From an optimization exercise on the open Yosys and OpenROAD flow, aimed at small area, a short achievable clock period and few clock cycles; shortcuts taken in it are not production practice.
The RTL was checked by simulation tests, not by an equivalence proof against the original design.
No activity file was given, so power comes from the tool's default toggle rates.

`flow/config.mk`:
```
export PLATFORM = sky130hd
export DESIGN_NAME = dcache_top
export DESIGN_NICKNAME = dcache_top
export VERILOG_FILES = /design/flow/design.v
export SDC_FILE = /design/flow/constraint.sdc
export NUM_CORES = 4
export LEC_CHECK = 0
export CAP_MARGIN = 20
export CORE_MARGIN = 2
export CORE_UTILIZATION = 65
export CTS_CLUSTER_DIAMETER = 80
export CTS_CLUSTER_SIZE = 30
export PLACE_DENSITY = 0.75
export SETUP_SLACK_MARGIN = 3.6
export SLEW_MARGIN = 20
```
`flow/constraint.sdc`:
```
create_clock -name core_clock -period 7.0 [get_ports {clk}]
set_input_delay 1.4000 -clock core_clock [delete_from_list [all_inputs] [get_ports {clk}]]
set_output_delay 1.4000 -clock core_clock [all_outputs]
set_load 0.01 [all_outputs]
```
`flow/standard.sh`:
```
#!/bin/bash
# synth_recipe.tcl (not shown) runs the flow's synth.tcl, then flattens the netlist and writes it again
# the make line also repeats each setting of config.mk as NAME=value (left out here)
make -C /OpenROAD-flow-scripts/flow DESIGN_CONFIG=/design/flow/config.mk WORK_HOME=/design/flow/orfs CLKGATE_MAP_FILE= SYNTH_SCRIPT=/design/flow/synth_recipe.tcl "${@:-finish}"
```
`flow/flow/run.sh`:
```
#!/bin/bash
# The standard layout (the standard.sh, standard synthesis included), with two
# changes to how it is made: the port buffers are buf_4 cells rather than the
# delay-type buffer buffer_ports picks by itself, and timing repair may resize a
# cell to one of another footprint. Make's full output goes to standard.log.
set -euo pipefail
bash standard.sh \
    "BUFFER_PORTS_ARGS=-buffer_cell sky130_fd_sc_hd__buf_4" \
    MATCH_CELL_FOOTPRINT=0 \
    finish > standard.log 2>&1
```
`flow/design.v`:
```
`default_nettype none
module addr_decode (
    input  logic [31:0]                      addr,
    output logic [26-1:0]          tag,
    output logic [$clog2(4)-1:0]      index,
    output logic [$clog2(4)-1:0] word_sel,
    output logic [31:0]                      phys_addr,
    output logic                             uncached
);
    logic [3:0]  seg;
    logic [3:0]  phys_seg;
    logic [31:0] folded;
    assign seg = addr[31:28];
    always_comb begin
        case (seg)
            4'h8, 4'ha: phys_seg = 4'h0;
            4'h9, 4'hb: phys_seg = 4'h1;
            default:                            phys_seg = seg;     
        endcase
    end
    assign uncached  = (seg == 4'ha) || (seg == 4'hb);
    assign folded    = {phys_seg, addr[27:0]};
    assign phys_addr = folded;
    assign {tag, index, word_sel} = folded[31:2];
endmodule
`default_nettype wire
`default_nettype none
module cache_way (
    input  logic                            clk,
    input  logic                            resetn,     
    input  logic [1:0]                      index,
    input  logic [26-1:0]         tag,
    input  logic                            lookup_en,   
    input  logic [1:0]                      rd_word,
    output logic                            hit,
    output logic                            meta_valid,
    output logic                            meta_dirty,
    output logic [26-1:0]         meta_tag,
    output logic [31:0]                     rd_data,
    input  logic [1:0]                      wr_word,
    input  logic [3:0]                      wr_be,
    input  logic [31:0]                     wr_data,
    input  logic                            meta_we,
    input  logic                            meta_fill,    
    input  logic                            meta_store    
);
    localparam int SETS  = 4;
    localparam int WORDS = 4;
    logic [SETS-1:0]         valid_q;
    logic [SETS-1:0]         dirty_q;
    logic [26-1:0] tag_q  [SETS];
    logic [31:0]             data_q [SETS*WORDS];     
    assign hit        = lookup_en && meta_valid && (meta_tag == tag);
    assign meta_valid = valid_q[index];
    assign meta_dirty = dirty_q[index];
    assign meta_tag   = tag_q[index];
    assign rd_data    = data_q[{index, rd_word}];
    always_ff @(posedge clk) begin
        if (resetn) begin
            valid_q <= '0;
            dirty_q <= '0;
        end else if (meta_we) begin
            valid_q[index] <= 1'b1;
            dirty_q[index] <= meta_store | (dirty_q[index] & ~meta_fill);
        end
    end
    always_ff @(posedge clk) begin
        if (meta_we && meta_fill) tag_q[index] <= tag;
    end
    for (genvar e = 0; e < SETS*WORDS; e++) begin : g_word
        for (genvar b = 0; b < 4; b++) begin : g_byte
            always_ff @(posedge clk) begin
                if (wr_be[b] && {index, wr_word} == e)
                    data_q[e][8*b +: 8] <= wr_data[8*b +: 8];
            end
        end
    end
endmodule
`default_nettype wire
`default_nettype none
module way_select (
    input  logic                                   clk,
    input  logic                                   resetn,     
    input  logic [$clog2(4)-1:0]            index,
    input  logic [4-1:0]                    hits,
    input  logic [4-1:0]                    valids,
    input  logic [4-1:0]                    dirtys,
    input  logic [4*26-1:0]       tags,
    input  logic                                   touch,
    input  logic [1:0]                             touch_way,
    output logic                                   hit,
    output logic [1:0]                             hit_way,
    output logic [1:0]                             victim_way,
    output logic                                   victim_dirty,    
    output logic [26-1:0]                victim_tag
);
    localparam int SETS = 4;
    localparam int TB   = 26;
    logic [SETS-1:0][2:0] plru_q;     
    logic [2:0]           cur;
    logic [1:0]           lru_way;
    logic [1:0]           victim;
    assign cur = plru_q[index];
    assign hit     = |hits;
    assign hit_way = {hits[3] | hits[2], hits[3] | hits[1]};
    assign lru_way = cur[0] ? {1'b1, cur[2]} : {1'b0, cur[1]};
    always_comb begin
        victim = lru_way;
        for (int i = 4 - 1; i >= 0; i--) begin
            if (!valids[i]) victim = 2'(i);     
        end
    end
    assign victim_way   = victim;
    assign victim_dirty = valids[victim] && dirtys[victim];
    assign victim_tag   = tags[victim*TB +: TB];
    always_ff @(posedge clk) begin
        if (resetn) begin
            plru_q <= '0;
        end else if (touch) begin
            plru_q[index][0] <= ~touch_way[1];     
            if (touch_way[1]) begin
                plru_q[index][2] <= ~touch_way[0];
            end else begin
                plru_q[index][1] <= ~touch_way[0];
            end
        end
    end
endmodule
`default_nettype wire
`default_nettype none
module cache_ctrl (
    input  logic                            clk,
    input  logic                            resetn,     
    input  logic                            req_valid,
    input  logic [3:0]                      req_strobe,
    input  logic [31:0]                     req_data,
    input  logic                            uncached,
    input  logic [31:0]                     phys_addr,
    input  logic [26-1:0]         tag,
    input  logic [1:0]                      index,
    input  logic [1:0]                      word_sel,
    input  logic                            lookup_hit,
    input  logic [1:0]                      lookup_hit_way,
    input  logic [1:0]                      lookup_victim_way,
    input  logic                            lookup_victim_dirty,
    input  logic [26-1:0]         lookup_victim_tag,
    input  logic [31:0]                     lookup_word,       
    output logic [1:0]                      rd_word,           
    output logic [4-1:0]             wb_way,            
    output logic                            resp_data_ok,
    output logic [31:0]                     resp_data,
    output logic                            mem_req_valid,
    output logic                            mem_req_is_write,
    output logic [31:0]                     mem_req_addr,
    output logic [3:0]                      mem_req_strobe,
    output logic [31:0]                     mem_req_data,
    output logic                            mem_req_burst,
    input  logic                            mem_resp_ready,
    input  logic                            mem_resp_last,
    input  logic [31:0]                     mem_resp_data,
    output logic [1:0]                      wr_word,
    output logic [4*4-1:0]           wr_be,
    output logic [31:0]                     wr_data,
    output logic [4-1:0]             meta_we,
    output logic                            meta_fill,
    output logic                            meta_store,
    output logic                            touch,
    output logic [1:0]                      touch_way
);
    localparam logic [2:0] IDLE      = 3'd0;
    localparam logic [2:0] WRITEBACK = 3'd1;
    localparam logic [2:0] REFILL    = 3'd2;
    localparam logic [2:0] UNCACHED  = 3'd3;
    localparam logic [2:0] RESPOND   = 3'd4;     
    logic [2:0]  state_q;
    logic [1:0]  beat_q;       
    logic [1:0]  wb_ptr_q;     
    logic        wb_first_q;
    logic [1:0]  way_q;        
    logic        bypass_q;     
    logic        wb_q;         
    logic        ok_q;
    logic        cvalid_q, cwrite_q, cburst_q;
    logic [31:0] caddr_q;
    logic [3:0]  cstrobe_q;
    logic [31:0] data_q;       
    logic [3:0]  way_oh;
    logic        store;
    logic        beat_done;
    logic        mem_done;     
    assign store     = |req_strobe;
    assign beat_done = mem_resp_ready && mem_resp_last;
    assign mem_done  = (state_q == REFILL || state_q == UNCACHED) && beat_done;
    assign way_oh    = 4'b0001 << way_q;
    assign rd_word = wb_q ? wb_ptr_q : word_sel;
    assign wb_way  = wb_q ? way_oh : 4'b0000;
    logic        wr_refill, wr_hit, meta_up;
    logic [3:0]  be;
    assign wr_refill = (state_q == REFILL);
    assign wr_hit    = (state_q == RESPOND);
    assign meta_up   = wr_hit || (wr_refill && beat_done);
    assign wr_word   = wr_refill ? beat_q : word_sel;
    assign be        = wr_refill ? 4'hf : (wr_hit ? req_strobe : 4'h0);
    for (genvar b = 0; b < 4; b++) begin : g_wdata
        assign wr_data[8*b +: 8] = (req_strobe[b] && (wr_hit || beat_q == word_sel))
                                 ? req_data[8*b +: 8] : mem_resp_data[8*b +: 8];
    end
    for (genvar w = 0; w < 4; w++) begin : g_be
        assign wr_be[4*w +: 4] = way_oh[w] ? be : 4'h0;
        assign meta_we[w]      = meta_up && way_oh[w];
    end
    assign meta_fill  = wr_refill;
    assign meta_store = store;
    assign touch      = meta_up;
    assign touch_way  = way_q;
    always_ff @(posedge clk) begin
        if (resetn) begin
            state_q  <= IDLE;
            wb_q     <= 1'b0;
            ok_q     <= 1'b0;
            cvalid_q <= 1'b0;
        end else begin
            case (state_q)
                IDLE: begin
                    if (req_valid) begin
                        if (uncached) begin
                            cvalid_q <= 1'b1;
                            state_q  <= UNCACHED;
                        end else if (lookup_hit) begin
                            ok_q    <= 1'b1;
                            state_q <= RESPOND;
                        end else begin
                            cvalid_q <= 1'b1;
                            state_q  <= lookup_victim_dirty ? WRITEBACK : REFILL;
                            wb_q     <= lookup_victim_dirty;
                        end
                    end
                end
                WRITEBACK: begin
                    if (beat_done) begin
                        state_q <= REFILL;
                        wb_q    <= 1'b0;
                    end
                end
                REFILL, UNCACHED: begin
                    if (beat_done) begin
                        cvalid_q <= 1'b0;
                        state_q  <= IDLE;
                    end
                end
                default: begin
                    ok_q    <= 1'b0;
                    state_q <= IDLE;
                end
            endcase
        end
    end
    always_ff @(posedge clk) begin
        case (state_q)
            IDLE: begin
                way_q      <= lookup_hit ? lookup_hit_way : lookup_victim_way;
                bypass_q   <= uncached || (!lookup_hit && word_sel == 2'd3);
                beat_q     <= 2'd0;
                wb_ptr_q   <= 2'd0;
                wb_first_q <= 1'b1;
                cstrobe_q  <= uncached ? req_strobe : 4'hf;
                cburst_q   <= !uncached;
                if (uncached) begin
                    cwrite_q <= store;
                    caddr_q  <= phys_addr;
                end else if (lookup_victim_dirty) begin
                    cwrite_q <= 1'b1;
                    caddr_q  <= {lookup_victim_tag, index, 4'b0000};
                end else begin
                    cwrite_q <= 1'b0;
                    caddr_q  <= {tag, index, 4'b0000};
                end
            end
            WRITEBACK: begin
                if (wb_first_q || mem_resp_ready) wb_ptr_q <= wb_ptr_q + 2'd1;
                wb_first_q <= 1'b0;
                if (beat_done) begin
                    cwrite_q <= 1'b0;
                    caddr_q  <= {tag, index, 4'b0000};
                end
            end
            REFILL: begin
                if (mem_resp_ready) beat_q <= beat_q + 2'd1;
            end
            default: ;
        endcase
    end
    logic        data_en;
    logic [31:0] data_d;
    always_comb begin
        case (state_q)
            IDLE:      data_en = 1'b1;
            WRITEBACK: data_en = wb_first_q || mem_resp_ready;
            REFILL:    data_en = mem_resp_ready && (beat_q == word_sel);
            default:   data_en = 1'b0;
        endcase
    end
    assign data_d = lookup_word
                  | ({32{state_q == IDLE && uncached}} & req_data)
                  | ({32{state_q == REFILL}} & mem_resp_data);
    always_ff @(posedge clk) begin
        if (data_en) data_q <= data_d;
    end
    assign resp_data_ok     = ok_q || mem_done;
    assign resp_data        = bypass_q ? mem_resp_data : data_q;
    assign mem_req_valid    = cvalid_q;
    assign mem_req_is_write = cwrite_q;
    assign mem_req_addr     = caddr_q;
    assign mem_req_strobe   = cstrobe_q;
    assign mem_req_data     = data_q;
    assign mem_req_burst    = cburst_q;
endmodule
`default_nettype wire
`default_nettype none
module dcache_top (
    input  logic        clk,
    input  logic        rst,             
    input  logic        dreq_valid,
    input  logic [31:0] dreq_addr,
    input  logic [3:0]  dreq_strobe,     
    input  logic [31:0] dreq_data,
    output logic        dresp_data_ok,   
    output logic [31:0] dresp_data,
    output logic        creq_valid,
    output logic        creq_is_write,
    output logic [31:0] creq_addr,       
    output logic [3:0]  creq_strobe,
    output logic [31:0] creq_data,       
    output logic        creq_burst,      
    input  logic        cresp_ready,
    input  logic        cresp_last,
    input  logic [31:0] cresp_data
);
    localparam int W  = 4;
    localparam int TB = 26;
    logic [31:0]     phys_addr;
    logic [TB-1:0]   tag;
    logic [1:0]      index;
    logic [1:0]      word_sel;
    logic            uncached;
    logic [W-1:0]    hits;
    logic [W-1:0]    valids;
    logic [W-1:0]    dirtys;
    logic [W*TB-1:0] tags;
    logic [31:0]     words [W];
    logic [31:0]     lookup_word;
    logic [1:0]      rd_word;
    logic [W-1:0]    wb_way;
    logic            lookup_hit;
    logic [1:0]      lookup_hit_way;
    logic [1:0]      lookup_victim_way;
    logic            lookup_victim_dirty;
    logic [TB-1:0]   lookup_victim_tag;
    logic [1:0]      wr_word;
    logic [4*W-1:0]  wr_be;
    logic [31:0]     wr_data;
    logic [W-1:0]    meta_we;
    logic            meta_fill;
    logic            meta_store;
    logic            touch;
    logic [1:0]      touch_way;
    addr_decode u_decode (
        .addr      (dreq_addr),
        .tag       (tag),
        .index     (index),
        .word_sel  (word_sel),
        .phys_addr (phys_addr),
        .uncached  (uncached)
    );
    for (genvar i = 0; i < W; i++) begin : g_way
        cache_way u_way (
            .clk        (clk),
            .resetn     (rst),
            .index      (index),
            .tag        (tag),
            .lookup_en  (!uncached),
            .rd_word    (rd_word),
            .hit        (hits[i]),
            .meta_valid (valids[i]),
            .meta_dirty (dirtys[i]),
            .meta_tag   (tags[i*TB +: TB]),
            .rd_data    (words[i]),
            .wr_word    (wr_word),
            .wr_be      (wr_be[4*i +: 4]),
            .wr_data    (wr_data),
            .meta_we    (meta_we[i]),
            .meta_fill  (meta_fill),
            .meta_store (meta_store)
        );
    end
    always_comb begin
        lookup_word = '0;
        for (int i = 0; i < W; i++) begin
            if (hits[i] || wb_way[i]) lookup_word = lookup_word | words[i];
        end
    end
    way_select u_select (
        .clk          (clk),
        .resetn       (rst),
        .index        (index),
        .hits         (hits),
        .valids       (valids),
        .dirtys       (dirtys),
        .tags         (tags),
        .touch        (touch),
        .touch_way    (touch_way),
        .hit          (lookup_hit),
        .hit_way      (lookup_hit_way),
        .victim_way   (lookup_victim_way),
        .victim_dirty (lookup_victim_dirty),
        .victim_tag   (lookup_victim_tag)
    );
    cache_ctrl u_ctrl (
        .clk                 (clk),
        .resetn              (rst),
        .req_valid           (dreq_valid),
        .req_strobe          (dreq_strobe),
        .req_data            (dreq_data),
        .uncached            (uncached),
        .phys_addr           (phys_addr),
        .tag                 (tag),
        .index               (index),
        .word_sel            (word_sel),
        .lookup_hit          (lookup_hit),
        .lookup_hit_way      (lookup_hit_way),
        .lookup_victim_way   (lookup_victim_way),
        .lookup_victim_dirty (lookup_victim_dirty),
        .lookup_victim_tag   (lookup_victim_tag),
        .lookup_word         (lookup_word),
        .rd_word             (rd_word),
        .wb_way              (wb_way),
        .resp_data_ok        (dresp_data_ok),
        .resp_data           (dresp_data),
        .mem_req_valid       (creq_valid),
        .mem_req_is_write    (creq_is_write),
        .mem_req_addr        (creq_addr),
        .mem_req_strobe      (creq_strobe),
        .mem_req_data        (creq_data),
        .mem_req_burst       (creq_burst),
        .mem_resp_ready      (cresp_ready),
        .mem_resp_last       (cresp_last),
        .mem_resp_data       (cresp_data),
        .wr_word             (wr_word),
        .wr_be               (wr_be),
        .wr_data             (wr_data),
        .meta_we             (meta_we),
        .meta_fill           (meta_fill),
        .meta_store          (meta_store),
        .touch               (touch),
        .touch_way           (touch_way)
    );
endmodule
`default_nettype wire
```
==> reports/qor.yml, run 1 <==
status: "finished clean"
ys_seq_elements: 2592
crit_slowest_cell: "nor2_4"
cts_inserted_buffers: 110
intPower_uw: 21300
drc_errors: 0
dp_slack_ns: 1.364
fin_crit_sh: 0.5008
cp_slowest_stage_delay_ns: 1.00
grt_max_degree: 97
slew_headroom: 0.1151
reg2reg_setup_slack_ns: 3.49
synth_area_per_cell_sq_um: 17.24
synth_top_area_frac: 0.7717
core_area_sq_um: 151500
p_sw_uw: 6531
power_frac_seq: 0.626
async_flop_share: 0
rows: 143
ctsHoldBuffers: 0
track_usage: 0.3701
antenna_found_initial: 15
port_buffers: 208
detail_route.wl_per_cell_microns: 37.26
hold_path.class: "reg2reg"
drive_above_1_share: 0.2109
grt_pass1_wl_microns: 411900
comb_power_share: 0.083
die_w_microns: 394.1
dp_hpwl_microns: 157700
synth_cell_type_count: 72
peakVddDrop_mv: 0.2683
cts.path.max_buffers: 3
report.final.slew_viol_count: 0
skew_ns: 0.03740
cp.required_ns: 7.40
worst_slack_ns: 3.494
final_util: 0.7361
cp_max_fo: 26
ioPinCount: 209
routed_wl_microns: 299600
synth_flop_cell: "edfxtp_1"
start_util: 0.6527
gp_congestion: 0.8796
final_cells: 8041
crit_chain: "and2_1 > nand2_1 > nor2_4"
dr.first_iter.drc_count: 11150
clock-sinks: 2592
cts_tree: "done"
clkLatencyLatePin_ns: 0.80
period_needed_ns: 3.506
p_total_uw: 27830
synth_most_common_cell: "edfxtp_1"
first_pass_iters: 9
setup-tns-final_ns: 0
area_delta_synth_final_pct: 12.78
synth_area_sq_um: 98920
nets: 6059
synth_edf_count: 2542
num-fill-cells: 8696
synth_area_leaders: "edfxtp_1 (77%), a22oi_1 (3.8%), mux4_2 (2.3%)"
yosys_warnings: 7
setup_violations: 0
rsz0062_at_grt: "true"
yosys.area.top_type: "edfxtp_1"
max_freq_ghz: 0.2853
grt_pass1_vias: 57520
dp.cells: 7689
cp_top_family: "simple AND/OR/NAND/NOR gates"
root_buffer: "clkbuf_16"
die_area_sq_um: 155300
htreeDepth: 3
synth_common_cells: "edfxtp_1 (2,542), a22oi_1 (507), nor2_1 (401)"
num_vias: 60320
critical_path_class: "reg2reg"
p_leak_uw: 0.03452
power_density_nw_per_um2: 249.5
final_hold_viol_count: 0
yosysSeqAreaShare: 0.7818
critPathLaunchType: "flop"
p_sw_frac: 0.2347
via_per_inst: 7.502
clk_transition_reported_paths_ns: 0.11
cp-end-kind: "flop"
worstPathBufferInverterCount: 0
die_height_microns: 394.1
grt-ovfl-total: 0
p_clk_frac: 0.291
ant_nets: 0
arrival_ns: 3.91
tightest_slew_ns: 1.323
syn_inst: 5739
maxCapViolCount: 0
synth_fp_nets: 5855
[stage by stage]
stage	hold WS, ns	area [sq um]
after floorplan	0.4223	100800
after global routing	0.4750	111500
after detailed placement	0.4360	104200
final	0.4515	111600
after CTS	0.4526	110000
after global placement	0.4389	104100
[cells in the final DEF (no fill, tap or decap), types with 10 or more instances in the layout]
cell,instances
buf_6,66
nor2_4,167
o211ai_1,97
a21boi_4,12
buf_8,10
mux2i_1,40
xor2_1,21
nor2_1,136
nand3_1,104
xnor2_2,14
mux4_2,103
or3_1,38
inv_6,15
buf_16,10
nand2_1,205
o21ai_1,36
a221oi_1,125
nor2_2,99
edfxtp_1,2542
a21oi_1,71
and2_1,10
buf_12,53
clkinv_8,10
nand3b_1,10
buf_4,326
nand2_2,14
a22o_1,138
o21ai_0,43
o21ai_2,15
nand2_4,18
a222oi_1,159
clkbuf_16,136
mux2_4,55
nand4_1,169
dfxtp_1,48
mux2_2,16
a22oi_1,506
and3_1,69
xnor2_1,67
a221oi_2,12
[final cells by class]
type / count / area, sq um / area share
antenna: 7 / 17.52 / 0.0001570
clock buffer: 118 / 2804 / 0.02514
clock inverter: 55 / 772.0 / 0.006920
inverter: 13 / 68.82 / 0.0006169
multi-input combinational: 2735 / 22700 / 0.2035
sequential: 2592 / 77340 / 0.6933
tap: 2030 / 2540 / 0.02277
timing repair buffer: 491 / 5310 / 0.04760
[power by group through the flow]
stage,registers (uW),logic [uW],clock network [uW]
final,17400,2300,8110
after floorplan,17800,1060,0
after CTS,17400,2100,8070
after global routing,17400,2370,8560
after global placement,17800,1930,0
after detailed placement,17800,1980,0
[timing repair]
item	4_1_cts	5_1_grt
resized for setup	254	175
setup endpoints to repair	2447	719
setup buffers	81	46
cloned	23	20
pin swaps	46	85
hold endpoints to repair	0	0
[worst reg2reg max path, stage by stage (launching register included)]
cell,delay (ns)
edfxtp_1,0.82
and2_1,0.80
nand2_1,0.47
nor2_4,1.00
[per-layer routing]
metal / vias to the layer above / GRT usage / part of all wire
met5: - / 0 / 0.00041
met4: 18 / 0.1523 / 0.049
met3: 798 / 0.09917 / 0.16
met2: 5398 / 0.5614 / 0.45
met1: 30170 / 0.5172 / 0.34
li1: 23940 / - / -
[kinds of logic (layout without fill, tap and decap cells)]
family	Yosys count	after routing	share of synthesized area
XOR/XNOR	102	102	0.009031
adder cells (fa/ha/maj)	11	11	0.001391
AND/OR/NAND/NOR	1118	1123	0.05340
flip-flops	2592	2592	0.7818
AO/OA/AOI/OAI	1279	1282	0.1008
other	0	7	0
buffers and inverters	420	677	0.01759
multiplexers	217	217	0.03596
[worst paths after layout]
check / start / endpoint / cells after the start
max: u_ctrl.way_q[0] / g_way[3].u_way.tag_q[0][2] / 3
min: g_way[1].u_way.valid_q[2] / g_way[1].u_way.valid_q[2] / 2
max reg2reg: u_ctrl.way_q[0] / g_way[3].u_way.tag_q[0][2] / 3
min reg2reg: g_way[1].u_way.valid_q[2] / g_way[1].u_way.valid_q[2] / 2
[registers in the layout, indices dropped and copies added (netlist names), 2 cells and up]
| register | cells |
|---|---|
| g_way.u_way.data_q | 2048 |
| g_way.u_way.dirty_q | 16 |
| u_ctrl.way_q | 2 |
| u_select.plru_q | 12 |
| u_ctrl.state_q | 3 |
| g_way.u_way.tag_q | 416 |
| u_ctrl.data_q | 32 |
| u_ctrl.wb_ptr_q | 2 |
| g_way.u_way.valid_q | 16 |
| u_ctrl.cstrobe_q | 4 |
| u_ctrl.caddr_q | 32 |
| u_ctrl.beat_q | 2 |
Testbench counts, summed over its fixed seeds: cycles 95,055.
==> run 2, diff against run 1 <==
--- a/flow/config.mk
+++ b/flow/config.mk
@@ -9,6 +9,6 @@
 export CORE_MARGIN = 2
-export CORE_UTILIZATION = 65
-export CTS_CLUSTER_DIAMETER = 80
-export CTS_CLUSTER_SIZE = 30
-export PLACE_DENSITY = 0.75
+export CORE_UTILIZATION = 58
+export CTS_CLUSTER_DIAMETER = 70
+export CTS_CLUSTER_SIZE = 24
+export PLACE_DENSITY = 0.68
 export SETUP_SLACK_MARGIN = 3.6
==> run 2 against run 1 <==
Effect of this change: still clean on timing, DRC and antenna; global-route usage shrank 2.7 points; critical path depth is 10 higher; clock skew is essentially flat; power up 3.4%; clock power rose by 12%; synthesized area unchanged; cell count is 3.0% higher; non-clock buffer count rose by 23; first-iteration DRC count down 9.2%; worst setup slack worse by 0.10 ns; cell area increased by 0.61%; largest power group unchanged.
==> reports/qor.yml, run 2 <==
cts_inserted_buffers: 137
syn_inst: 5739
regMostFlops: "g_way.u_way.data_q"
p_leak_uw: 0.03490
track_usage: 0.3435
rsz0062_at_grt: "true"
dp.cells: 7923
clk_transition_reported_paths_ns: 0.09
final_common_cell: "edfxtp_1"
drc_errors: 0
skew_ns: 0.03767
setup-tns-final_ns: 0
critical_path_class: "in2reg"
r2r_cells: 11
rows: 151
cp.required_ns: 7.57
port_buffers: 208
cp_top_family: "buffers and inverters"
yosys_warnings: 7
hold_path.class: "reg2reg"
dr.first_iter.drc_count: 10120
dp_hpwl_microns: 164500
report.final.slew_viol_count: 0
ys_seq_elements: 2592
htreeDepth: 4
synth_fp_nets: 5855
grt_pass1_wl_microns: 422700
tightest_slew_ns: 1.137
ioPinCount: 209
grt_max_degree: 76
p_sw_uw: 6609
slew_headroom: 0.2381
antenna_found_initial: 6
synth_top_area_frac: 0.7717
grt-ovfl-total: 0
worstPathBufferInverterCount: 5
first_pass_iters: 9
yosys.area.top_type: "edfxtp_1"
intPower_uw: 22160
die_area_sq_um: 173900
rr_startpoint: "u_ctrl.wb_q"
power_density_nw_per_um2: 256.3
synth_cell_type_count: 72
synth_common_cells: "edfxtp_1 (2,542), a22oi_1 (507), nor2_1 (401)"
design_area_sq_um: 112200
arrival_ns: 4.18
cp-end-kind: "flop"
min_to: "g_way[2].u_way.valid_q[2]"
reg2reg_setup_slack_ns: 3.59
final_hold_viol_count: 0
comb_power_share: 0.079
reg_top3: "g_way.u_way.data_q (2048), g_way.u_way.tag_q (416)"
crit_slowest_cell: "mux4_2"
fin_crit_sh: 0.5158
core_area_sq_um: 169500
root_buffer: "clkbuf_16"
whs_ns: 0.4485
clkLatencyLatePin_ns: 0.84
area_delta_synth_final_pct: 13.46
status: "finished clean"
clock-sinks: 2592
final_util: 0.6623
peakVddDrop_mv: 0.3083
die_height_microns: 417.0
cts.path.max_buffers: 3
die_w_microns: 417.0
r2r_end: "u_ctrl.data_q[23]"
yosysSeqAreaShare: 0.7818
routed_wl_microns: 303900
cp_slowest_stage_delay_ns: 0.54
final_cell_mix: "edfxtp_1 (2,542), a22oi_1 (507), buf_4 (378)"
crit_top_cell: "nand4_1"
synth_most_common_cell: "edfxtp_1"
placedInstanceArea_sq_um: 104900
maxCapViolCount: 0
p_sw_frac: 0.2297
final_cells: 8285
detail_route.wl_per_cell_microns: 36.68
nets: 6111
worst_hold_path.num_cells: 2
ctsHoldBuffers: 0
ant_nets: 0
hold_start: "g_way[2].u_way.valid_q[2]"
num_vias: 59490
grt_pass1_vias: 56200
async_flop_share: 0
start_util: 0.5837
p_clk_frac: 0.316
cts_tree: "done"
synth_edf_count: 2542
power_frac_seq: 0.605
period_needed_ns: 3.611
synth_area_per_cell_sq_um: 17.24
critPathLaunchType: "input port"
synth_area_leaders: "edfxtp_1 (77%), a22oi_1 (3.8%), mux4_2 (2.3%)"
via_per_inst: 7.181
gp_congestion: 0.8608
drive_above_1_share: 0.2124
crit_chain: "buf_16 > buf_16 > buf_12 > buf_4 > mux4_2 > xnor2_2 > nand4_1 > a2111oi_4 > nand4_1 > buf_6 > nand2_4 > a222oi_1 > nand4_1"
synth_area_sq_um: 98920
cp_max_fo: 8
largest_reg_flops: 2048
synth_flop_cell: "edfxtp_1"
setup_violations: 0
max_freq_ghz: 0.2770
==> run 2: through the flow <==
stage / power [uW] / worst slack, ns
4_1_cts: 28650 / 3.429
3_5_place_dp: 19790 / 1.536
3_3_place_gp: 19750 / 1.254
2_1_floorplan: 18810 / 2.889
5_1_grt: 29330 / 3.374
6_report: 28770 / 3.389
==> run 2: power by group through the flow <==
stage	Combinational, uW	Sequential (uW)	Clock [uW]
after floorplan	1060	17800	0
after global placement	1970	17800	0
after detailed placement	2020	17800	0
after CTS	2150	17400	9090
after global routing	2340	17400	9570
final	2270	17400	9080
==> run 2: repair_timing <==
| item | in CTS | in global routing |
|---|---|---|
| cloned | 29 | 8 |
| hold endpoints to repair | 0 | 0 |
| resized for setup | 209 | 92 |
| endpoints found under the setup margin | 2624 | 834 |
| pin swaps | 40 | 34 |
| setup buffers | 79 | 34 |
==> run 2: worst max path at each step <==
| stage | from | endpoint | slack (ns) | depth (start not counted) |
|---|---|---|---|---|
| 2_1_floorplan | dreq_addr[4] | u_ctrl.data_q[29] | 2.89 | 18 |
| 3_3_place_gp | dreq_addr[4] | u_ctrl.data_q[6] | 1.25 | 11 |
| 3_5_place_dp | dreq_addr[4] | u_ctrl.data_q[6] | 1.54 | 11 |
| 4_1_cts | u_ctrl.bypass_q | dresp_data[12] | 3.43 | 4 |
| 5_1_grt | dreq_addr[4] | u_ctrl.data_q[13] | 3.37 | 14 |
| 6_report | dreq_addr[4] | u_ctrl.data_q[31] | 3.39 | 13 |
==> run 2: cells by family (layout without fill, tap and decap cells) <==
| group | Yosys count | after routing | share of synthesized area |
|---|---|---|---|
| simple gates | 1118 | 1125 | 0.05340 |
| xor+xnor | 102 | 102 | 0.009031 |
| buf+inv | 420 | 736 | 0.01759 |
| fa+ha+maj | 11 | 11 | 0.001391 |
| compound gates | 1279 | 1282 | 0.1008 |
| flops | 2592 | 2592 | 0.7818 |
| other cells | 0 | 2 | 0 |
| mux | 217 | 217 | 0.03596 |
==> run 2: worst register-to-register path: cells and delay by family, from the launching register on <==
kind,cells,cell delay [ns]
AO/OA/AOI/OAI,4,1.56
flip-flops,1,0.64
AND/OR/NAND/NOR,5,0.60
buffers and inverters,2,0.33
==> run 2: area by class of cell <==
| class | count | area (sq um) |
|---|---|---|
| inverters | 13 | 65.06 |
| multi-input cells | 2737 | 22480 |
| repair buffers | 514 | 5278 |
| fillers | 11170 | 57240 |
| diodes | 2 | 5.005 |
| clock buffers | 160 | 3694 |
| well taps | 2218 | 2775 |
| flip-flops and latches | 2592 | 77340 |
| clock inverters | 49 | 603.1 |
==> run 2: routing by layer <==
| layer | global-route usage | vias up | part of all wire |
|---|---|---|---|
| met2 | 0.5250 | 4361 | 0.46 |
| met3 | 0.07428 | 666 | 0.13 |
| met4 | 0.1497 | 2 | 0.050 |
| met1 | 0.4825 | 30400 | 0.36 |
| li1 | - | 24060 | - |
| met5 | 0 | - | 0.000049 |
==> run 3, diff against run 2 <==
--- a/flow/design.v
+++ b/flow/design.v
@@ -39,7 +39,9 @@
     output logic [31:0]                     rd_data,
-    input  logic [1:0]                      wr_word,
-    input  logic [3:0]                      wr_be,
+    input  logic                            refill,       
+    input  logic [3:0]                      refill_word,  
+    input  logic                            store_en,     
+    input  logic [1:0]                      store_word,
+    input  logic [3:0]                      store_be,
     input  logic [31:0]                     wr_data,
-    input  logic                            meta_we,
-    input  logic                            meta_fill,    
+    input  logic                            meta_we,      
     input  logic                            meta_store    
@@ -63,3 +65,3 @@
             valid_q[index] <= 1'b1;
-            dirty_q[index] <= meta_store | (dirty_q[index] & ~meta_fill);
+            dirty_q[index] <= meta_store | (dirty_q[index] & ~refill);
         end
@@ -67,3 +69,3 @@
     always_ff @(posedge clk) begin
-        if (meta_we && meta_fill) tag_q[index] <= tag;
+        if (meta_we && refill) tag_q[index] <= tag;
     end
@@ -72,3 +74,5 @@
             always_ff @(posedge clk) begin
-                if (wr_be[b] && {index, wr_word} == e)
+                if (index == e / WORDS &&
+                    ((refill && refill_word[e % WORDS]) ||
+                     (store_en && store_word == e % WORDS && store_be[b])))
                     data_q[e][8*b +: 8] <= wr_data[8*b +: 8];
@@ -142,2 +146,3 @@
     input  logic                            lookup_hit,
+    input  logic [4-1:0]             lookup_hits,
     input  logic [1:0]                      lookup_hit_way,
@@ -160,8 +165,7 @@
     input  logic [31:0]                     mem_resp_data,
-    output logic [1:0]                      wr_word,
-    output logic [4*4-1:0]           wr_be,
+    output logic [4-1:0]             refill_way,
+    output logic [3:0]                      refill_word,
+    output logic [4-1:0]             store_way,
     output logic [31:0]                     wr_data,
     output logic [4-1:0]             meta_we,
-    output logic                            meta_fill,
-    output logic                            meta_store,
     output logic                            touch,
@@ -181,2 +185,6 @@
     logic        wb_q;         
+    logic [3:0]  rf_way_q;     
+    logic [3:0]  rf_word_q;    
+    logic [3:0]  hit_way_q;    
+    logic        merge_q;      
     logic        ok_q;
@@ -189,6 +197,5 @@
     logic        beat_done;
-    logic        mem_done;     
+    logic        mem_q;        
     assign store     = |req_strobe;
     assign beat_done = mem_resp_ready && mem_resp_last;
-    assign mem_done  = (state_q == REFILL || state_q == UNCACHED) && beat_done;
     assign way_oh    = 4'b0001 << way_q;
@@ -196,25 +203,27 @@
     assign wb_way  = wb_q ? way_oh : 4'b0000;
-    logic        wr_refill, wr_hit, meta_up;
-    logic [3:0]  be;
-    assign wr_refill = (state_q == REFILL);
-    assign wr_hit    = (state_q == RESPOND);
-    assign meta_up   = wr_hit || (wr_refill && beat_done);
-    assign wr_word   = wr_refill ? beat_q : word_sel;
-    assign be        = wr_refill ? 4'hf : (wr_hit ? req_strobe : 4'h0);
+    assign refill_way  = rf_way_q;
+    assign refill_word = rf_word_q;
+    assign store_way   = hit_way_q;
     for (genvar b = 0; b < 4; b++) begin : g_wdata
-        assign wr_data[8*b +: 8] = (req_strobe[b] && (wr_hit || beat_q == word_sel))
+        assign wr_data[8*b +: 8] = (req_strobe[b] && merge_q)
                                  ? req_data[8*b +: 8] : mem_resp_data[8*b +: 8];
     end
-    for (genvar w = 0; w < 4; w++) begin : g_be
-        assign wr_be[4*w +: 4] = way_oh[w] ? be : 4'h0;
-        assign meta_we[w]      = meta_up && way_oh[w];
-    end
-    assign meta_fill  = wr_refill;
-    assign meta_store = store;
-    assign touch      = meta_up;
-    assign touch_way  = way_q;
+    assign meta_we   = hit_way_q | (beat_done ? rf_way_q : 4'b0000);
+    assign touch     = |meta_we;
+    assign touch_way = way_q;
     always_ff @(posedge clk) begin
         if (resetn) begin
-            state_q  <= IDLE;
-            wb_q     <= 1'b0;
+            mem_q <= 1'b0;
+        end else if (state_q == IDLE) begin
+            mem_q <= req_valid && (uncached || (!lookup_hit && !lookup_victim_dirty));
+        end else if (beat_done) begin
+            mem_q <= (state_q == WRITEBACK);
+        end
+    end
+    always_ff @(posedge clk) begin
+        if (resetn) begin
+            state_q   <= IDLE;
+            wb_q      <= 1'b0;
+            rf_way_q  <= 4'b0000;
+            hit_way_q <= 4'b0000;
             ok_q     <= 1'b0;
@@ -229,4 +238,5 @@
                         end else if (lookup_hit) begin
-                            ok_q    <= 1'b1;
-                            state_q <= RESPOND;
+                            ok_q      <= 1'b1;
+                            hit_way_q <= lookup_hits;
+                            state_q   <= RESPOND;
                         end else begin
@@ -235,2 +245,4 @@
                             wb_q     <= lookup_victim_dirty;
+                            rf_way_q <= lookup_victim_dirty ? 4'b0000
+                                      : 4'b0001 << lookup_victim_way;
                         end
@@ -240,4 +252,5 @@
                     if (beat_done) begin
-                        state_q <= REFILL;
-                        wb_q    <= 1'b0;
+                        state_q  <= REFILL;
+                        wb_q     <= 1'b0;
+                        rf_way_q <= way_oh;
                     end
@@ -247,2 +260,3 @@
                         cvalid_q <= 1'b0;
+                        rf_way_q <= 4'b0000;
                         state_q  <= IDLE;
@@ -251,4 +265,5 @@
                 default: begin
-                    ok_q    <= 1'b0;
-                    state_q <= IDLE;
+                    ok_q      <= 1'b0;
+                    hit_way_q <= 4'b0000;
+                    state_q   <= IDLE;
                 end
@@ -263,2 +278,4 @@
                 beat_q     <= 2'd0;
+                merge_q    <= lookup_hit || word_sel == 2'd0;
+                rf_word_q  <= 4'b0001;
                 wb_ptr_q   <= 2'd0;
@@ -287,3 +304,7 @@
             REFILL: begin
-                if (mem_resp_ready) beat_q <= beat_q + 2'd1;
+                if (mem_resp_ready) begin
+                    beat_q    <= beat_q + 2'd1;
+                    merge_q   <= beat_q + 2'd1 == word_sel;
+                    rf_word_q <= {rf_word_q[2:0], rf_word_q[3]};
+                end
             end
@@ -308,3 +329,3 @@
     end
-    assign resp_data_ok     = ok_q || mem_done;
+    assign resp_data_ok     = ok_q || (mem_q && beat_done);
     assign resp_data        = bypass_q ? mem_resp_data : data_q;
@@ -358,8 +379,7 @@
     logic [TB-1:0]   lookup_victim_tag;
-    logic [1:0]      wr_word;
-    logic [4*W-1:0]  wr_be;
+    logic [W-1:0]    refill_way;
+    logic [3:0]      refill_word;
+    logic [W-1:0]    store_way;
     logic [31:0]     wr_data;
     logic [W-1:0]    meta_we;
-    logic            meta_fill;
-    logic            meta_store;
     logic            touch;
@@ -387,8 +407,10 @@
             .rd_data    (words[i]),
-            .wr_word    (wr_word),
-            .wr_be      (wr_be[4*i +: 4]),
-            .wr_data    (wr_data),
-            .meta_we    (meta_we[i]),
-            .meta_fill  (meta_fill),
-            .meta_store (meta_store)
+            .refill      (refill_way[i]),
+            .refill_word (refill_word),
+            .store_en    (store_way[i]),
+            .store_word  (word_sel),
+            .store_be    (dreq_strobe),
+            .wr_data     (wr_data),
+            .meta_we     (meta_we[i]),
+            .meta_store  (|dreq_strobe)
         );
@@ -447,8 +469,8 @@
         .mem_resp_data       (cresp_data),
-        .wr_word             (wr_word),
-        .wr_be               (wr_be),
+        .lookup_hits         (hits),
+        .refill_way          (refill_way),
+        .refill_word         (refill_word),
+        .store_way           (store_way),
         .wr_data             (wr_data),
         .meta_we             (meta_we),
-        .meta_fill           (meta_fill),
-        .meta_store          (meta_store),
         .touch               (touch),
--- a/flow/config.mk
+++ b/flow/config.mk
@@ -9,6 +9,6 @@
 export CORE_MARGIN = 2
-export CORE_UTILIZATION = 58
+export CORE_UTILIZATION = 65
 export CTS_CLUSTER_DIAMETER = 70
 export CTS_CLUSTER_SIZE = 24
-export PLACE_DENSITY = 0.68
+export PLACE_DENSITY = 0.75
 export SETUP_SLACK_MARGIN = 3.6
==> run 3 against run 2 <==
Effect of this change: largest power group unchanged; register-to-register slack worse by 0.31 ns; combinational power up 12%; highest routed layer unchanged; worst hold slack better by 0.029 ns; critical path type unchanged; non-clock buffer count up 37; synthesized cell count up 3.8%.
==> reports/qor.yml, run 3 <==
cts.path.max_buffers: 3
ctsHoldBuffers: 0
num_vias: 63160
cp_max_fo: 28
synth_area_sq_um: 101000
critical_path_class: "in2reg"
cp_slowest_stage_delay_ns: 0.53
reg_top3: "g_way.u_way.data_q (2048), g_way.u_way.tag_q (416)"
die_w_microns: 398.2
ant_nets: 0
cp-end-kind: "flop"
yosys.area.top_type: "edfxtp_1"
p_total_uw: 29020
final_common_cell: "edfxtp_1"
multiInputGateArea_sq_um: 24380
synth_flop_cell: "edfxtp_1"
synth_area_leaders: "edfxtp_1 (76%), a22oi_1 (4.6%), mux4_2 (2.3%)"
cts_inserted_buffers: 138
grt_pass1_vias: 60070
crit_chain: "buf_16 > inv_8 > ha_4 > clkbuf_4 > o21a_4 > buf_4 > buf_4 > a221oi_1 > a31oi_1 > a21oi_1 > o21ai_0 > or4_1"
maxCapViolCount: 0
routed_wl_microns: 322200
seq_area_sq_um: 77670
status: "finished clean"
start_util: 0.6550
root_buffer: "clkbuf_16"
clock-sinks: 2606
cp_top_family: "compound AO/OA/AOI/OAI gates"
cts_tree: "done"
slew_headroom: 0.06085
area_delta_synth_final_pct: 13.56
rows: 144
arrival_ns: 4.37
synth_fa_ha_area_frac: 0.001362
crit_slowest_cell: "or4_1"
via_per_inst: 7.539
antenna_found_initial: 13
muxShareOfSynthArea: 0.03780
hold_path.class: "reg2reg"
synth_compound_area_frac: 0.09871
port_buffers: 208
max_freq_ghz: 0.2626
drive_above_1_share: 0.2193
cp.required_ns: 7.56
critPathLaunchType: "input port"
die_height_microns: 398.2
dp_hpwl_microns: 174600
crit_top_cell: "buf_4"
async_flop_share: 0
syn_inst: 5958
first_pass_iters: 10
worst_slack_ns: 3.192
synth_most_common_cell: "edfxtp_1"
num-fill-cells: 8814
skew_ns: 0.03210
final_hold_viol_count: 0
final_util: 0.7439
period_needed_ns: 3.808
synth_cell_type_count: 85
drc_errors: 0
tightest_slew_ns: 1.394
report.final.slew_viol_count: 0
synth_top_area_frac: 0.7571
setup-tns-final_ns: 0
rsz0062_at_grt: "true"
clkLatencyLatePin_ns: 0.83
final_cell_mix: "edfxtp_1 (2,547), a22oi_1 (615), buf_4 (386)"
synth_edf_count: 2547
peakVddDrop_mv: 0.2564
ys_seq_elements: 2606
synth_top_family_by_area: "compound AO/OA/AOI/OAI gates"
synthSimpleGateAreaFrac: 0.06780
htreeDepth: 4
synth_fp_nets: 6074
yosys_warnings: 7
detail_route.wl_per_cell_microns: 38.46
nets: 6387
dr.first_iter.drc_count: 11250
grt-ovfl-total: 0
ioPinCount: 209
yosysSeqAreaShare: 0.7688
dp_slack_ns: 1.373
fin_crit_sh: 0.5441
grt_pass1_wl_microns: 446500
setup_violations: 0
synth-xor-area-share: 0.008026
gp_congestion: 1.024
regMostFlops: "g_way.u_way.data_q"
synth_area_per_cell_sq_um: 16.96
track_usage: 0.4029
core_area_sq_um: 154200
p_leak_uw: 0.03679
grt_max_degree: 65
worstPathBufferInverterCount: 5
clk_transition_reported_paths_ns: 0.09
largest_reg_flops: 2048
power_density_nw_per_um2: 252.9
die_area_sq_um: 158600
synth_common_cells: "edfxtp_1 (2,547), a22oi_1 (617), clkbuf_1 (268)"
run 3: cell type report:
cell class / instances / share of cell area
Antenna cell: 4 / 0.00008725
Clock buffer: 150 / 0.03198
Clock inverter: 49 / 0.004243
Inverter: 19 / 0.0007743
Multi-Input combinational cell: 2955 / 0.2125
Sequential cell: 2606 / 0.6770
Tap cell: 2044 / 0.02229
Timing Repair Buffer: 551 / 0.05111
run 3: final timing paths:
check                              endpoint  slack [ns]  depth (start not counted)                       from
setup / recovery          u_ctrl.data_q[28]        3.19                         12               dreq_addr[4]
setup reg to reg           u_ctrl.data_q[6]        3.28                          9         u_ctrl.wb_ptr_q[0]
hold reg to reg   g_way[1].u_way.valid_q[2]        0.48                          2  g_way[1].u_way.valid_q[2]
hold / removal    g_way[1].u_way.valid_q[2]        0.48                          2  g_way[1].u_way.valid_q[2]
run 3: what timing repair did:
| action | in CTS | in global routing |
|---|---|---|
| setup endpoints to repair | 707 | 132 |
| pin swaps | 65 | 36 |
| buffers inserted | 136 | 30 |
| gates cloned | 55 | 5 |
| hold endpoints to repair | 0 | 0 |
| gates resized for setup | 339 | 88 |
run 3: worst register-to-register path: cells and delay by family (launching register included):
family,cells,cell delay [ns]
buffers and inverters,1,0.40
AOI/OAI and AO/OA,6,1.60
DFF,1,0.55
and+or+nand+nor,2,0.94
run 3: per-layer routing:
metal	vias up	share of wire	track usage
met5	-	0.00036	0.002421
met4	12	0.074	0.2472
met3	1144	0.15	0.1123
met2	5902	0.45	0.6064
met1	31140	0.32	0.5278
li1	24960	-	-
run 3: kinds of logic after synthesis:
group	Yosys count
buffers and inverters	424
AND/OR/NAND/NOR	1288
AO/OA/AOI/OAI	1300
adder cells (fa/ha/maj)	11
XOR/XNOR	90
flip-flops	2606
multiplexers	239
run 3: metrics by stage:
stage / hold slack (ns) / cells / area [sq um]
global route: 0.4936 / 8377 / 114700
CTS: 0.4774 / 8338 / 113800
global placement: 0.4415 / 7948 / 105800
detailed placement: 0.4570 / 7948 / 105800
floorplan: 0.4315 / 5958 / 102400
finish: 0.4774 / 8378 / 114700
run 3: where the power goes:
part / internal, uW / switching [uW]
sequential: 17500 / 111
combinational: 817 / 1730
clock: 3940 / 4950
total: 22200 / 6790
Testbench counts of run 3, summed over its fixed seeds: cycles 95,055.
==> run 4, diff against run 3 <==
--- a/flow/design.v
+++ b/flow/design.v
@@ -197,5 +197,6 @@
     logic        beat_done;
-    logic        mem_q;        
+    logic        mem_done;     
     assign store     = |req_strobe;
     assign beat_done = mem_resp_ready && mem_resp_last;
+    assign mem_done  = (state_q == REFILL || state_q == UNCACHED) && beat_done;
     assign way_oh    = 4'b0001 << way_q;
@@ -215,11 +216,2 @@
         if (resetn) begin
-            mem_q <= 1'b0;
-        end else if (state_q == IDLE) begin
-            mem_q <= req_valid && (uncached || (!lookup_hit && !lookup_victim_dirty));
-        end else if (beat_done) begin
-            mem_q <= (state_q == WRITEBACK);
-        end
-    end
-    always_ff @(posedge clk) begin
-        if (resetn) begin
             state_q   <= IDLE;
@@ -329,3 +321,3 @@
     end
-    assign resp_data_ok     = ok_q || (mem_q && beat_done);
+    assign resp_data_ok     = ok_q || mem_done;
     assign resp_data        = bypass_q ? mem_resp_data : data_q;
==> run 4 against run 3 <==
Effect of this change: fmax is 0.38% lower; utilization is 0.80 points lower; first-iteration DRC count is 10% higher; register-to-register slack better by 0.25 ns; non-clock buffer count is 1 higher; sequential share of layout area is 0.88 points higher; power is 1.5% lower; global-route usage hardly changed; synthesized cell count is 1.7% lower; critical path type unchanged.
==> reports/qor.yml, run 4 <==
status: "finished clean"
r2r_cells: 9
final_cell_mix: "edfxtp_1 (2,547), a22oi_1 (592), buf_4 (393)"
hold_path.class: "reg2reg"
crit_chain: "buf_16 > buf_16 > buf_4 > buf_12 > mux4_2 > xor2_1 > o211ai_1 > or4_4 > o32a_4 > or3_1 > nand4_1"
routed_wl_microns: 321100
via_per_inst: 7.569
nets: 6276
tightest_slew_ns: 1.141
final_hold_viol_count: 0
cp-endpoint: "u_ctrl.data_q[14]"
track_usage: 0.4025
cp_slowest_stage_delay_ns: 0.72
synth_most_common_cell: "edfxtp_1"
dp_hpwl_microns: 178700
grt_pass1_vias: 59220
critPathLaunchType: "input port"
report.final.slew_viol_count: 0
dr.first_iter.drc_count: 12410
p_clk_frac: 0.301
skew_ns: 0.04760
async_flop_share: 0
period_needed_ns: 3.823
yosysSeqAreaShare: 0.7725
intPower_uw: 21960
cp-end-kind: "flop"
num-fill-cells: 8883
final_common_cell: "edfxtp_1"
synth_fp_nets: 5973
ctsHoldBuffers: 0
antenna_found_initial: 21
reg_top3: "g_way.u_way.data_q (2048), g_way.u_way.tag_q (416)"
cts_inserted_buffers: 133
core_area_sq_um: 153900
maxCapViolCount: 0
final_util: 0.7358
setup_violations: 0
yosys_warnings: 7
htreeDepth: 4
cts.path.max_buffers: 3
start_util: 0.6532
synth_cell_type_count: 73
hold_start: "g_way[1].u_way.valid_q[3]"
power_density_nw_per_um2: 252.5
power_frac_seq: 0.615
ant_nets: 0
die_w_microns: 397.2
rsz0062_at_grt: "true"
synth_edf_count: 2547
area_delta_synth_final_pct: 12.64
crit_top_cell: "buf_16"
regMostFlops: "g_way.u_way.data_q"
rr_startpoint: "u_ctrl.wb_ptr_q[0]"
clock-sinks: 2605
p_total_uw: 28590
synth_area_per_cell_sq_um: 17.16
fin_crit_sh: 0.5461
cp_num_cells: 11
die_height_microns: 397.2
port_buffers: 208
synth_top_area_frac: 0.7609
gp_congestion: 0.9194
crit_slowest_cell: "or4_4"
die_area_sq_um: 157800
slew_headroom: 0.2315
clkLatencyLatePin_ns: 0.83
p_sw_uw: 6633
cts_tree: "done"
synth_area_sq_um: 100500
p_leak_uw: 0.03590
r2r_end: "u_ctrl.data_q[16]"
cp.required_ns: 7.69
arrival_ns: 4.51
synth_area_leaders: "edfxtp_1 (76%), a22oi_1 (4.4%), mux4_2 (2.5%)"
largest_reg_flops: 2048
synth_common_cells: "edfxtp_1 (2,547), a22oi_1 (592), clkbuf_1 (315)"
yosys.area.top_type: "edfxtp_1"
comb_power_share: 0.084
drive_above_1_share: 0.2020
grt_max_degree: 87
syn_inst: 5857
root_buffer: "clkbuf_16"
worstPathBufferInverterCount: 4
setup-tns-final_ns: 0
ioPinCount: 209
cp_top_family: "simple AND/OR/NAND/NOR gates"
grt-ovfl-total: 0
num_vias: 62810
synth_flop_cell: "edfxtp_1"
critical_path_class: "in2reg"
ys_seq_elements: 2605
grt_pass1_wl_microns: 443600
cp_max_fo: 9
first_pass_iters: 10
clk_transition_reported_paths_ns: 0.10
max_freq_ghz: 0.2616
p_sw_frac: 0.2320
peakVddDrop_mv: 0.3142
detail_route.wl_per_cell_microns: 38.69
drc_errors: 0
worstSetupStartpoint: "dreq_addr[4]"
rows: 144
reg2reg_setup_slack_ns: 3.53
## run 4: changes by cell type after synthesis, moves of 47 or more
cell / change
clkbuf_1: +47
nand2_1: +127
nand3_1: -71
nand4_1: +49
nor2_1: -111
nor3_1: -175
o211ai_1: +54
## run 4: cell families (layout without fill, tap and decap cells)
logic type / after synthesis / count (layout) / share of synthesized area
muxes: 220 / 220 / 0.03685
AOI/OAI and AO/OA: 1365 / 1387 / 0.1034
xor gates and xnor gates: 103 / 103 / 0.008975
and+or+nand+nor: 1128 / 1132 / 0.05995
DFF: 2605 / 2605 / 0.7725
other: 0 / 32 / 0
buffers and inverters: 425 / 764 / 0.01693
adders and majority gates: 11 / 11 / 0.001369
## run 4: how the worst min path moves through the flow
stage / cells past startpoint / end / slack, ns
after CTS: 2 / g_way[1].u_way.valid_q[2] / 0.48
after floorplan: 2 / g_way[0].u_way.valid_q[2] / 0.43
final: 2 / g_way[1].u_way.valid_q[3] / 0.48
after global routing: 2 / g_way[3].u_way.valid_q[3] / 0.50
after detailed placement: 2 / g_way[1].u_way.valid_q[2] / 0.45
after global placement: 2 / g_way[1].u_way.valid_q[2] / 0.44
## run 4: layout make-up
class / count / area, sq um / area share
sequential: 2605 / 77650 / 0.6858
multi-input combinational: 2853 / 23240 / 0.2053
timing repair buffer: 552 / 5688 / 0.05024
clock buffer: 162 / 3565 / 0.03148
tap: 2044 / 2557 / 0.02259
clock inverter: 35 / 360.3 / 0.003183
antenna: 32 / 80.08 / 0.0007073
inverter: 15 / 78.83 / 0.0006962
## run 4: per-stage QoR
stage          cell area [sq um]  cells  worst slack (ns)  hold WS (ns)
2_1_floorplan             101600   5857             2.835        0.4315
3_3_place_gp              105400   7849             1.415        0.4427
3_5_place_dp              105400   7849             1.383        0.4513
4_1_cts                   112000   8207             3.302        0.4755
5_1_grt                   113200   8275             3.185        0.5007
6_report                  113200   8298             3.177        0.4795
## run 4: repair_timing
item,CTS,global route
pin swaps,60,43
resized for setup,169,119
setup buffers,123,53
endpoints found under the setup margin,1013,142
cloned,38,5
## run 4: worst register-to-register path, stage by stage (launching register included)
cell and delay [ns]:
edfxtp_1 0.52, and3b_2 0.41, o21a_4 0.41, buf_12 0.30, a222oi_1 0.54, nand3_1 0.20, o21ai_0 0.24, nand2_1 0.08
a222oi_1 0.30, o211ai_1 0.18
## run 4: power groups by stage
stage / logic [uW] / clock network (uW) / registers, uW
after floorplan: 1060 / 0 / 17900
after global placement: 1990 / 0 / 17900
after detailed placement: 2030 / 0 / 17900
after CTS: 2200 / 8530 / 17600
after global routing: 2440 / 9050 / 17600
final: 2400 / 8600 / 17600
## run 4: layer usage
layer,share of wire,vias to the layer above,track usage,wire length [microns]
li1,-,24630,-,-
met1,0.32,30930,0.5267,102900
met2,0.45,6085,0.5998,144900
met3,0.16,1139,0.1322,51110
met4,0.068,30,0.2287,21700
met5,0.0013,-,0.006659,414
Testbench counts of run 4, summed over its fixed seeds: cycles 95,055.
==> run 5, diff against run 4 <==
--- a/flow/design.v
+++ b/flow/design.v
@@ -188,3 +188,2 @@
     logic [3:0]  hit_way_q;    
-    logic        merge_q;      
     logic        ok_q;
@@ -208,3 +207,3 @@
     for (genvar b = 0; b < 4; b++) begin : g_wdata
-        assign wr_data[8*b +: 8] = (req_strobe[b] && merge_q)
+        assign wr_data[8*b +: 8] = (req_strobe[b] && (ok_q || beat_q == word_sel))
                                  ? req_data[8*b +: 8] : mem_resp_data[8*b +: 8];
@@ -270,3 +269,2 @@
                 beat_q     <= 2'd0;
-                merge_q    <= lookup_hit || word_sel == 2'd0;
                 rf_word_q  <= 4'b0001;
@@ -298,3 +296,2 @@
                     beat_q    <= beat_q + 2'd1;
-                    merge_q   <= beat_q + 2'd1 == word_sel;
                     rf_word_q <= {rf_word_q[2:0], rf_word_q[3]};
==> run 5 against run 4 <==
Effect of this change: still clean; wire length increased by 1.1%; synthesized cell count increased by 0.68%; worst hold slack got worse by 0.0028 ns; utilization increased by 0.45 points; global-route usage about the same; power increased by 1.2%; clock power increased by 2.8%; clock skew decreased by 0.016 ns; synthesized area increased by 0.89%; die area increased by 0.88%; count of clock-buffer cells in the layout decreased by 7; first-iteration DRC count decreased by 9.9%; critical path type unchanged.
==> reports/qor.yml, run 5 <==
yosys_warnings: 7
cts.path.max_buffers: 3
drive_above_1_share: 0.2066
ys_seq_elements: 2604
hold_path.class: "reg2reg"
synth_area_leaders: "edfxtp_1 (75%), a22oi_1 (4.2%), mux4_2 (1.9%)"
rows: 144
p_sw_frac: 0.2321
worstSetupStartpoint: "dreq_addr[4]"
clock-sinks: 2604
clkLatencyLatePin_ns: 0.80
grt_pass1_wl_microns: 448600
cp-endpoint: "u_ctrl.rf_way_q[1]"
final_cells: 8285
largest_reg_flops: 2048
r2r_cells: 6
die_area_sq_um: 159200
port_buffers: 208
synth_flop_cell: "edfxtp_1"
root_buffer: "clkbuf_16"
cp.required_ns: 7.69
power_density_nw_per_um2: 252.9
cts_inserted_buffers: 137
cp-end-kind: "flop"
final_cell_mix: "edfxtp_1 (2,546), a22oi_1 (571), buf_4 (344)"
reg2reg_setup_slack_ns: 3.29
p_leak_uw: 0.03631
fin_crit_sh: 0.5360
start_util: 0.6560
final_common_cell: "edfxtp_1"
synth_edf_count: 2546
dr.first_iter.drc_count: 11180
die_w_microns: 399.0
report.final.slew_viol_count: 0
yosysSeqAreaShare: 0.7654
ioPinCount: 209
ant_nets: 0
critPathLaunchType: "input port"
regMostFlops: "g_way.u_way.data_q"
drc_errors: 0
p_clk_frac: 0.305
maxCapViolCount: 0
antenna_found_initial: 11
hold_start: "g_way[2].u_way.valid_q[3]"
gp_congestion: 0.9345
synth_common_cells: "edfxtp_1 (2,546), a22oi_1 (572), clkbuf_1 (283)"
synth_area_per_cell_sq_um: 17.20
max_freq_ghz: 0.2665
period_needed_ns: 3.752
synth_most_common_cell: "edfxtp_1"
status: "finished clean"
grt-ovfl-total: 0
tightest_slew_ns: 1.281
yosys.area.top_type: "edfxtp_1"
power_frac_seq: 0.608
synth_area_sq_um: 101400
via_per_inst: 7.656
peakVddDrop_mv: 0.2983
first_pass_iters: 10
num_vias: 63430
slew_headroom: 0.1373
die_height_microns: 399.0
r2r_end: "u_ctrl.data_q[24]"
reg_top3: "g_way.u_way.data_q (2048), g_way.u_way.tag_q (416)"
routed_wl_microns: 324600
rr_startpoint: "u_ctrl.wb_q"
grt_max_degree: 65
detail_route.wl_per_cell_microns: 39.18
clk_transition_reported_paths_ns: 0.09
skew_ns: 0.03147
critical_path_class: "in2reg"
async_flop_share: 0
p_sw_uw: 6718
synth_top_area_frac: 0.7539
dp.cells: 7854
setup_violations: 0
final_hold_viol_count: 0
dp_hpwl_microns: 173900
synth_fp_nets: 6013
core_area_sq_um: 154600
nets: 6290
rsz0062_at_grt: "true"
htreeDepth: 4
intPower_uw: 22220
setup-tns-final_ns: 0
arrival_ns: 4.44
syn_inst: 5897
area_delta_synth_final_pct: 12.85
cp_max_fo: 7
synth_cell_type_count: 92
comb_power_share: 0.087
grt_pass1_vias: 59830
track_usage: 0.4027
cts_tree: "done"
[run 5: metrics by stage]
step | setup WS (ns) | instance area, sq um | utilization | power [uW] | hold slack (ns)
3_3_place_gp | 1.343 | 106000 | 0.6858 | 20020 | 0.4430
3_5_place_dp | 1.284 | 106000 | 0.6858 | 20060 | 0.4530
4_1_cts | 3.376 | 113400 | 0.7337 | 28740 | 0.4696
5_1_grt | 3.217 | 114400 | 0.7402 | 29460 | 0.4924
2_1_floorplan | 2.851 | 102700 | - | 19040 | 0.4315
6_report | 3.248 | 114400 | 0.7403 | 28940 | 0.4767
[run 5: area by class of cell]
type / instances / area, sq um
Tap cell: 2044 / 2557
Fill cell: 8826 / 40150
Clock buffer: 155 / 3591
Multi-Input combinational cell: 2885 / 24240
Sequential cell: 2604 / 77620
Inverter: 21 / 93.84
Clock inverter: 43 / 489.2
Antenna cell: 8 / 20.02
Timing Repair Buffer: 525 / 5829
[run 5: worst min-delay path by stage]
| stage | to | slack [ns] | cells past startpoint |
|---|---|---|---|
| after global placement | g_way[0].u_way.valid_q[2] | 0.44 | 2 |
| final | g_way[2].u_way.valid_q[3] | 0.48 | 2 |
| after global routing | g_way[2].u_way.valid_q[3] | 0.49 | 2 |
| after CTS | u_select.plru_q[0] | 0.47 | 2 |
| after detailed placement | g_way[2].u_way.valid_q[3] | 0.45 | 2 |
| after floorplan | g_way[0].u_way.valid_q[2] | 0.43 | 2 |
[run 5: what timing repair did]
action                                 4_1_cts  5_1_grt
endpoints found under the hold margin        0        0
setup buffers                              127       38
hold buffers                                 0        0
setup endpoints to repair                 2925      613
gates resized for setup                    252      107
cloned                                      49       11
pin swaps                                   49       56
[run 5: power by group through the flow]
stage	clock (uW)	sequential [uW]	combinational, uW
2_1_floorplan	0	17900	1130
3_3_place_gp	0	18000	2070
3_5_place_dp	0	18000	2110
4_1_cts	8780	17600	2370
5_1_grt	9290	17600	2570
6_report	8840	17600	2510
[run 5: layer usage]
metal | global-route usage | share of wire | vias to the layer above
li1 | - | - | 24910
met1 | 0.5389 | 0.33 | 31470
met2 | 0.6083 | 0.45 | 5873
met3 | 0.1218 | 0.16 | 1156
met4 | 0.2018 | 0.064 | 15
met5 | 0.0003027 | 0.00039 | -
[run 5: critical path: stages]
cell and delay (ns):
buf_16 0.15, buf_16 0.15, buf_12 0.13, buf_4 0.13
mux4_2 0.57, xnor2_2 0.28, nand4_1 0.15, nor4b_1 0.30
and4_4 0.33, a2111oi_4 0.08, buf_6 0.17, a21oi_4 0.23
mux2_1 0.35
[run 5: cell families (layout without fill, tap and decap cells)]
group	count (synthesis)	count (layout)	synth area share
buffers and inverters	434	744	0.01800
AND/OR/NAND/NOR	1068	1070	0.05852
AO/OA/AOI/OAI	1420	1444	0.1108
XOR/XNOR	96	96	0.008366
other	0	8	0
multiplexers	264	264	0.03760
adder cells (fa/ha/maj)	11	11	0.001357
flip-flops	2604	2604	0.7654
Testbench counts of run 5, summed over its fixed seeds: cycles 95,055.

separate check: timing with driven ports:
How much do the figures lean on ideal ports? The routed layouts below were timed once more, with nothing changed but the port constraints.
Step 1 (the two cells are an assumption about what drives the block):
set clk [get_ports {clk}]
set_driving_cell -lib_cell sky130_fd_sc_hd__clkbuf_16 $clk
set_driving_cell -lib_cell sky130_fd_sc_hd__buf_2 [delete_from_list [all_inputs] $clk]
Step 2 adds t to the input delays and takes it off the output delays; t is the mean of the earliest and latest rising clock arrival at the registers after step 1. Input paths then give back, and output paths get back, about the clock's delay inside the block.
Slacks: no drivers / after step 1 / after step 2; pairs: no drivers / after step 1.
| run | shift t [ns] | setup slack, ns | hold WS [ns] |
|---|---|---|---|
| run 1 | 0.875 | 3.494 / 3.225 / 2.350 | 0.452 / 0.452 / 0.452 |
| run 2 | 0.906 | 3.389 / 3.166 / 2.260 | 0.448 / 0.448 / 0.448 |
| run 3 | 0.903 | 3.192 / 2.921 / 2.018 | 0.477 / 0.477 / 0.477 |
| run 4 | 0.888 | 3.177 / 2.866 / 1.978 | 0.479 / 0.479 / 0.479 |
| run 5 | 0.887 | 3.248 / 3.075 / 2.188 | 0.477 / 0.477 / 0.477 |
After both steps setup and hold are still met in every run listed. The setup slack of run 4, which loses most, moves by -0.311 ns with the drivers and by -1.199 ns with both steps.
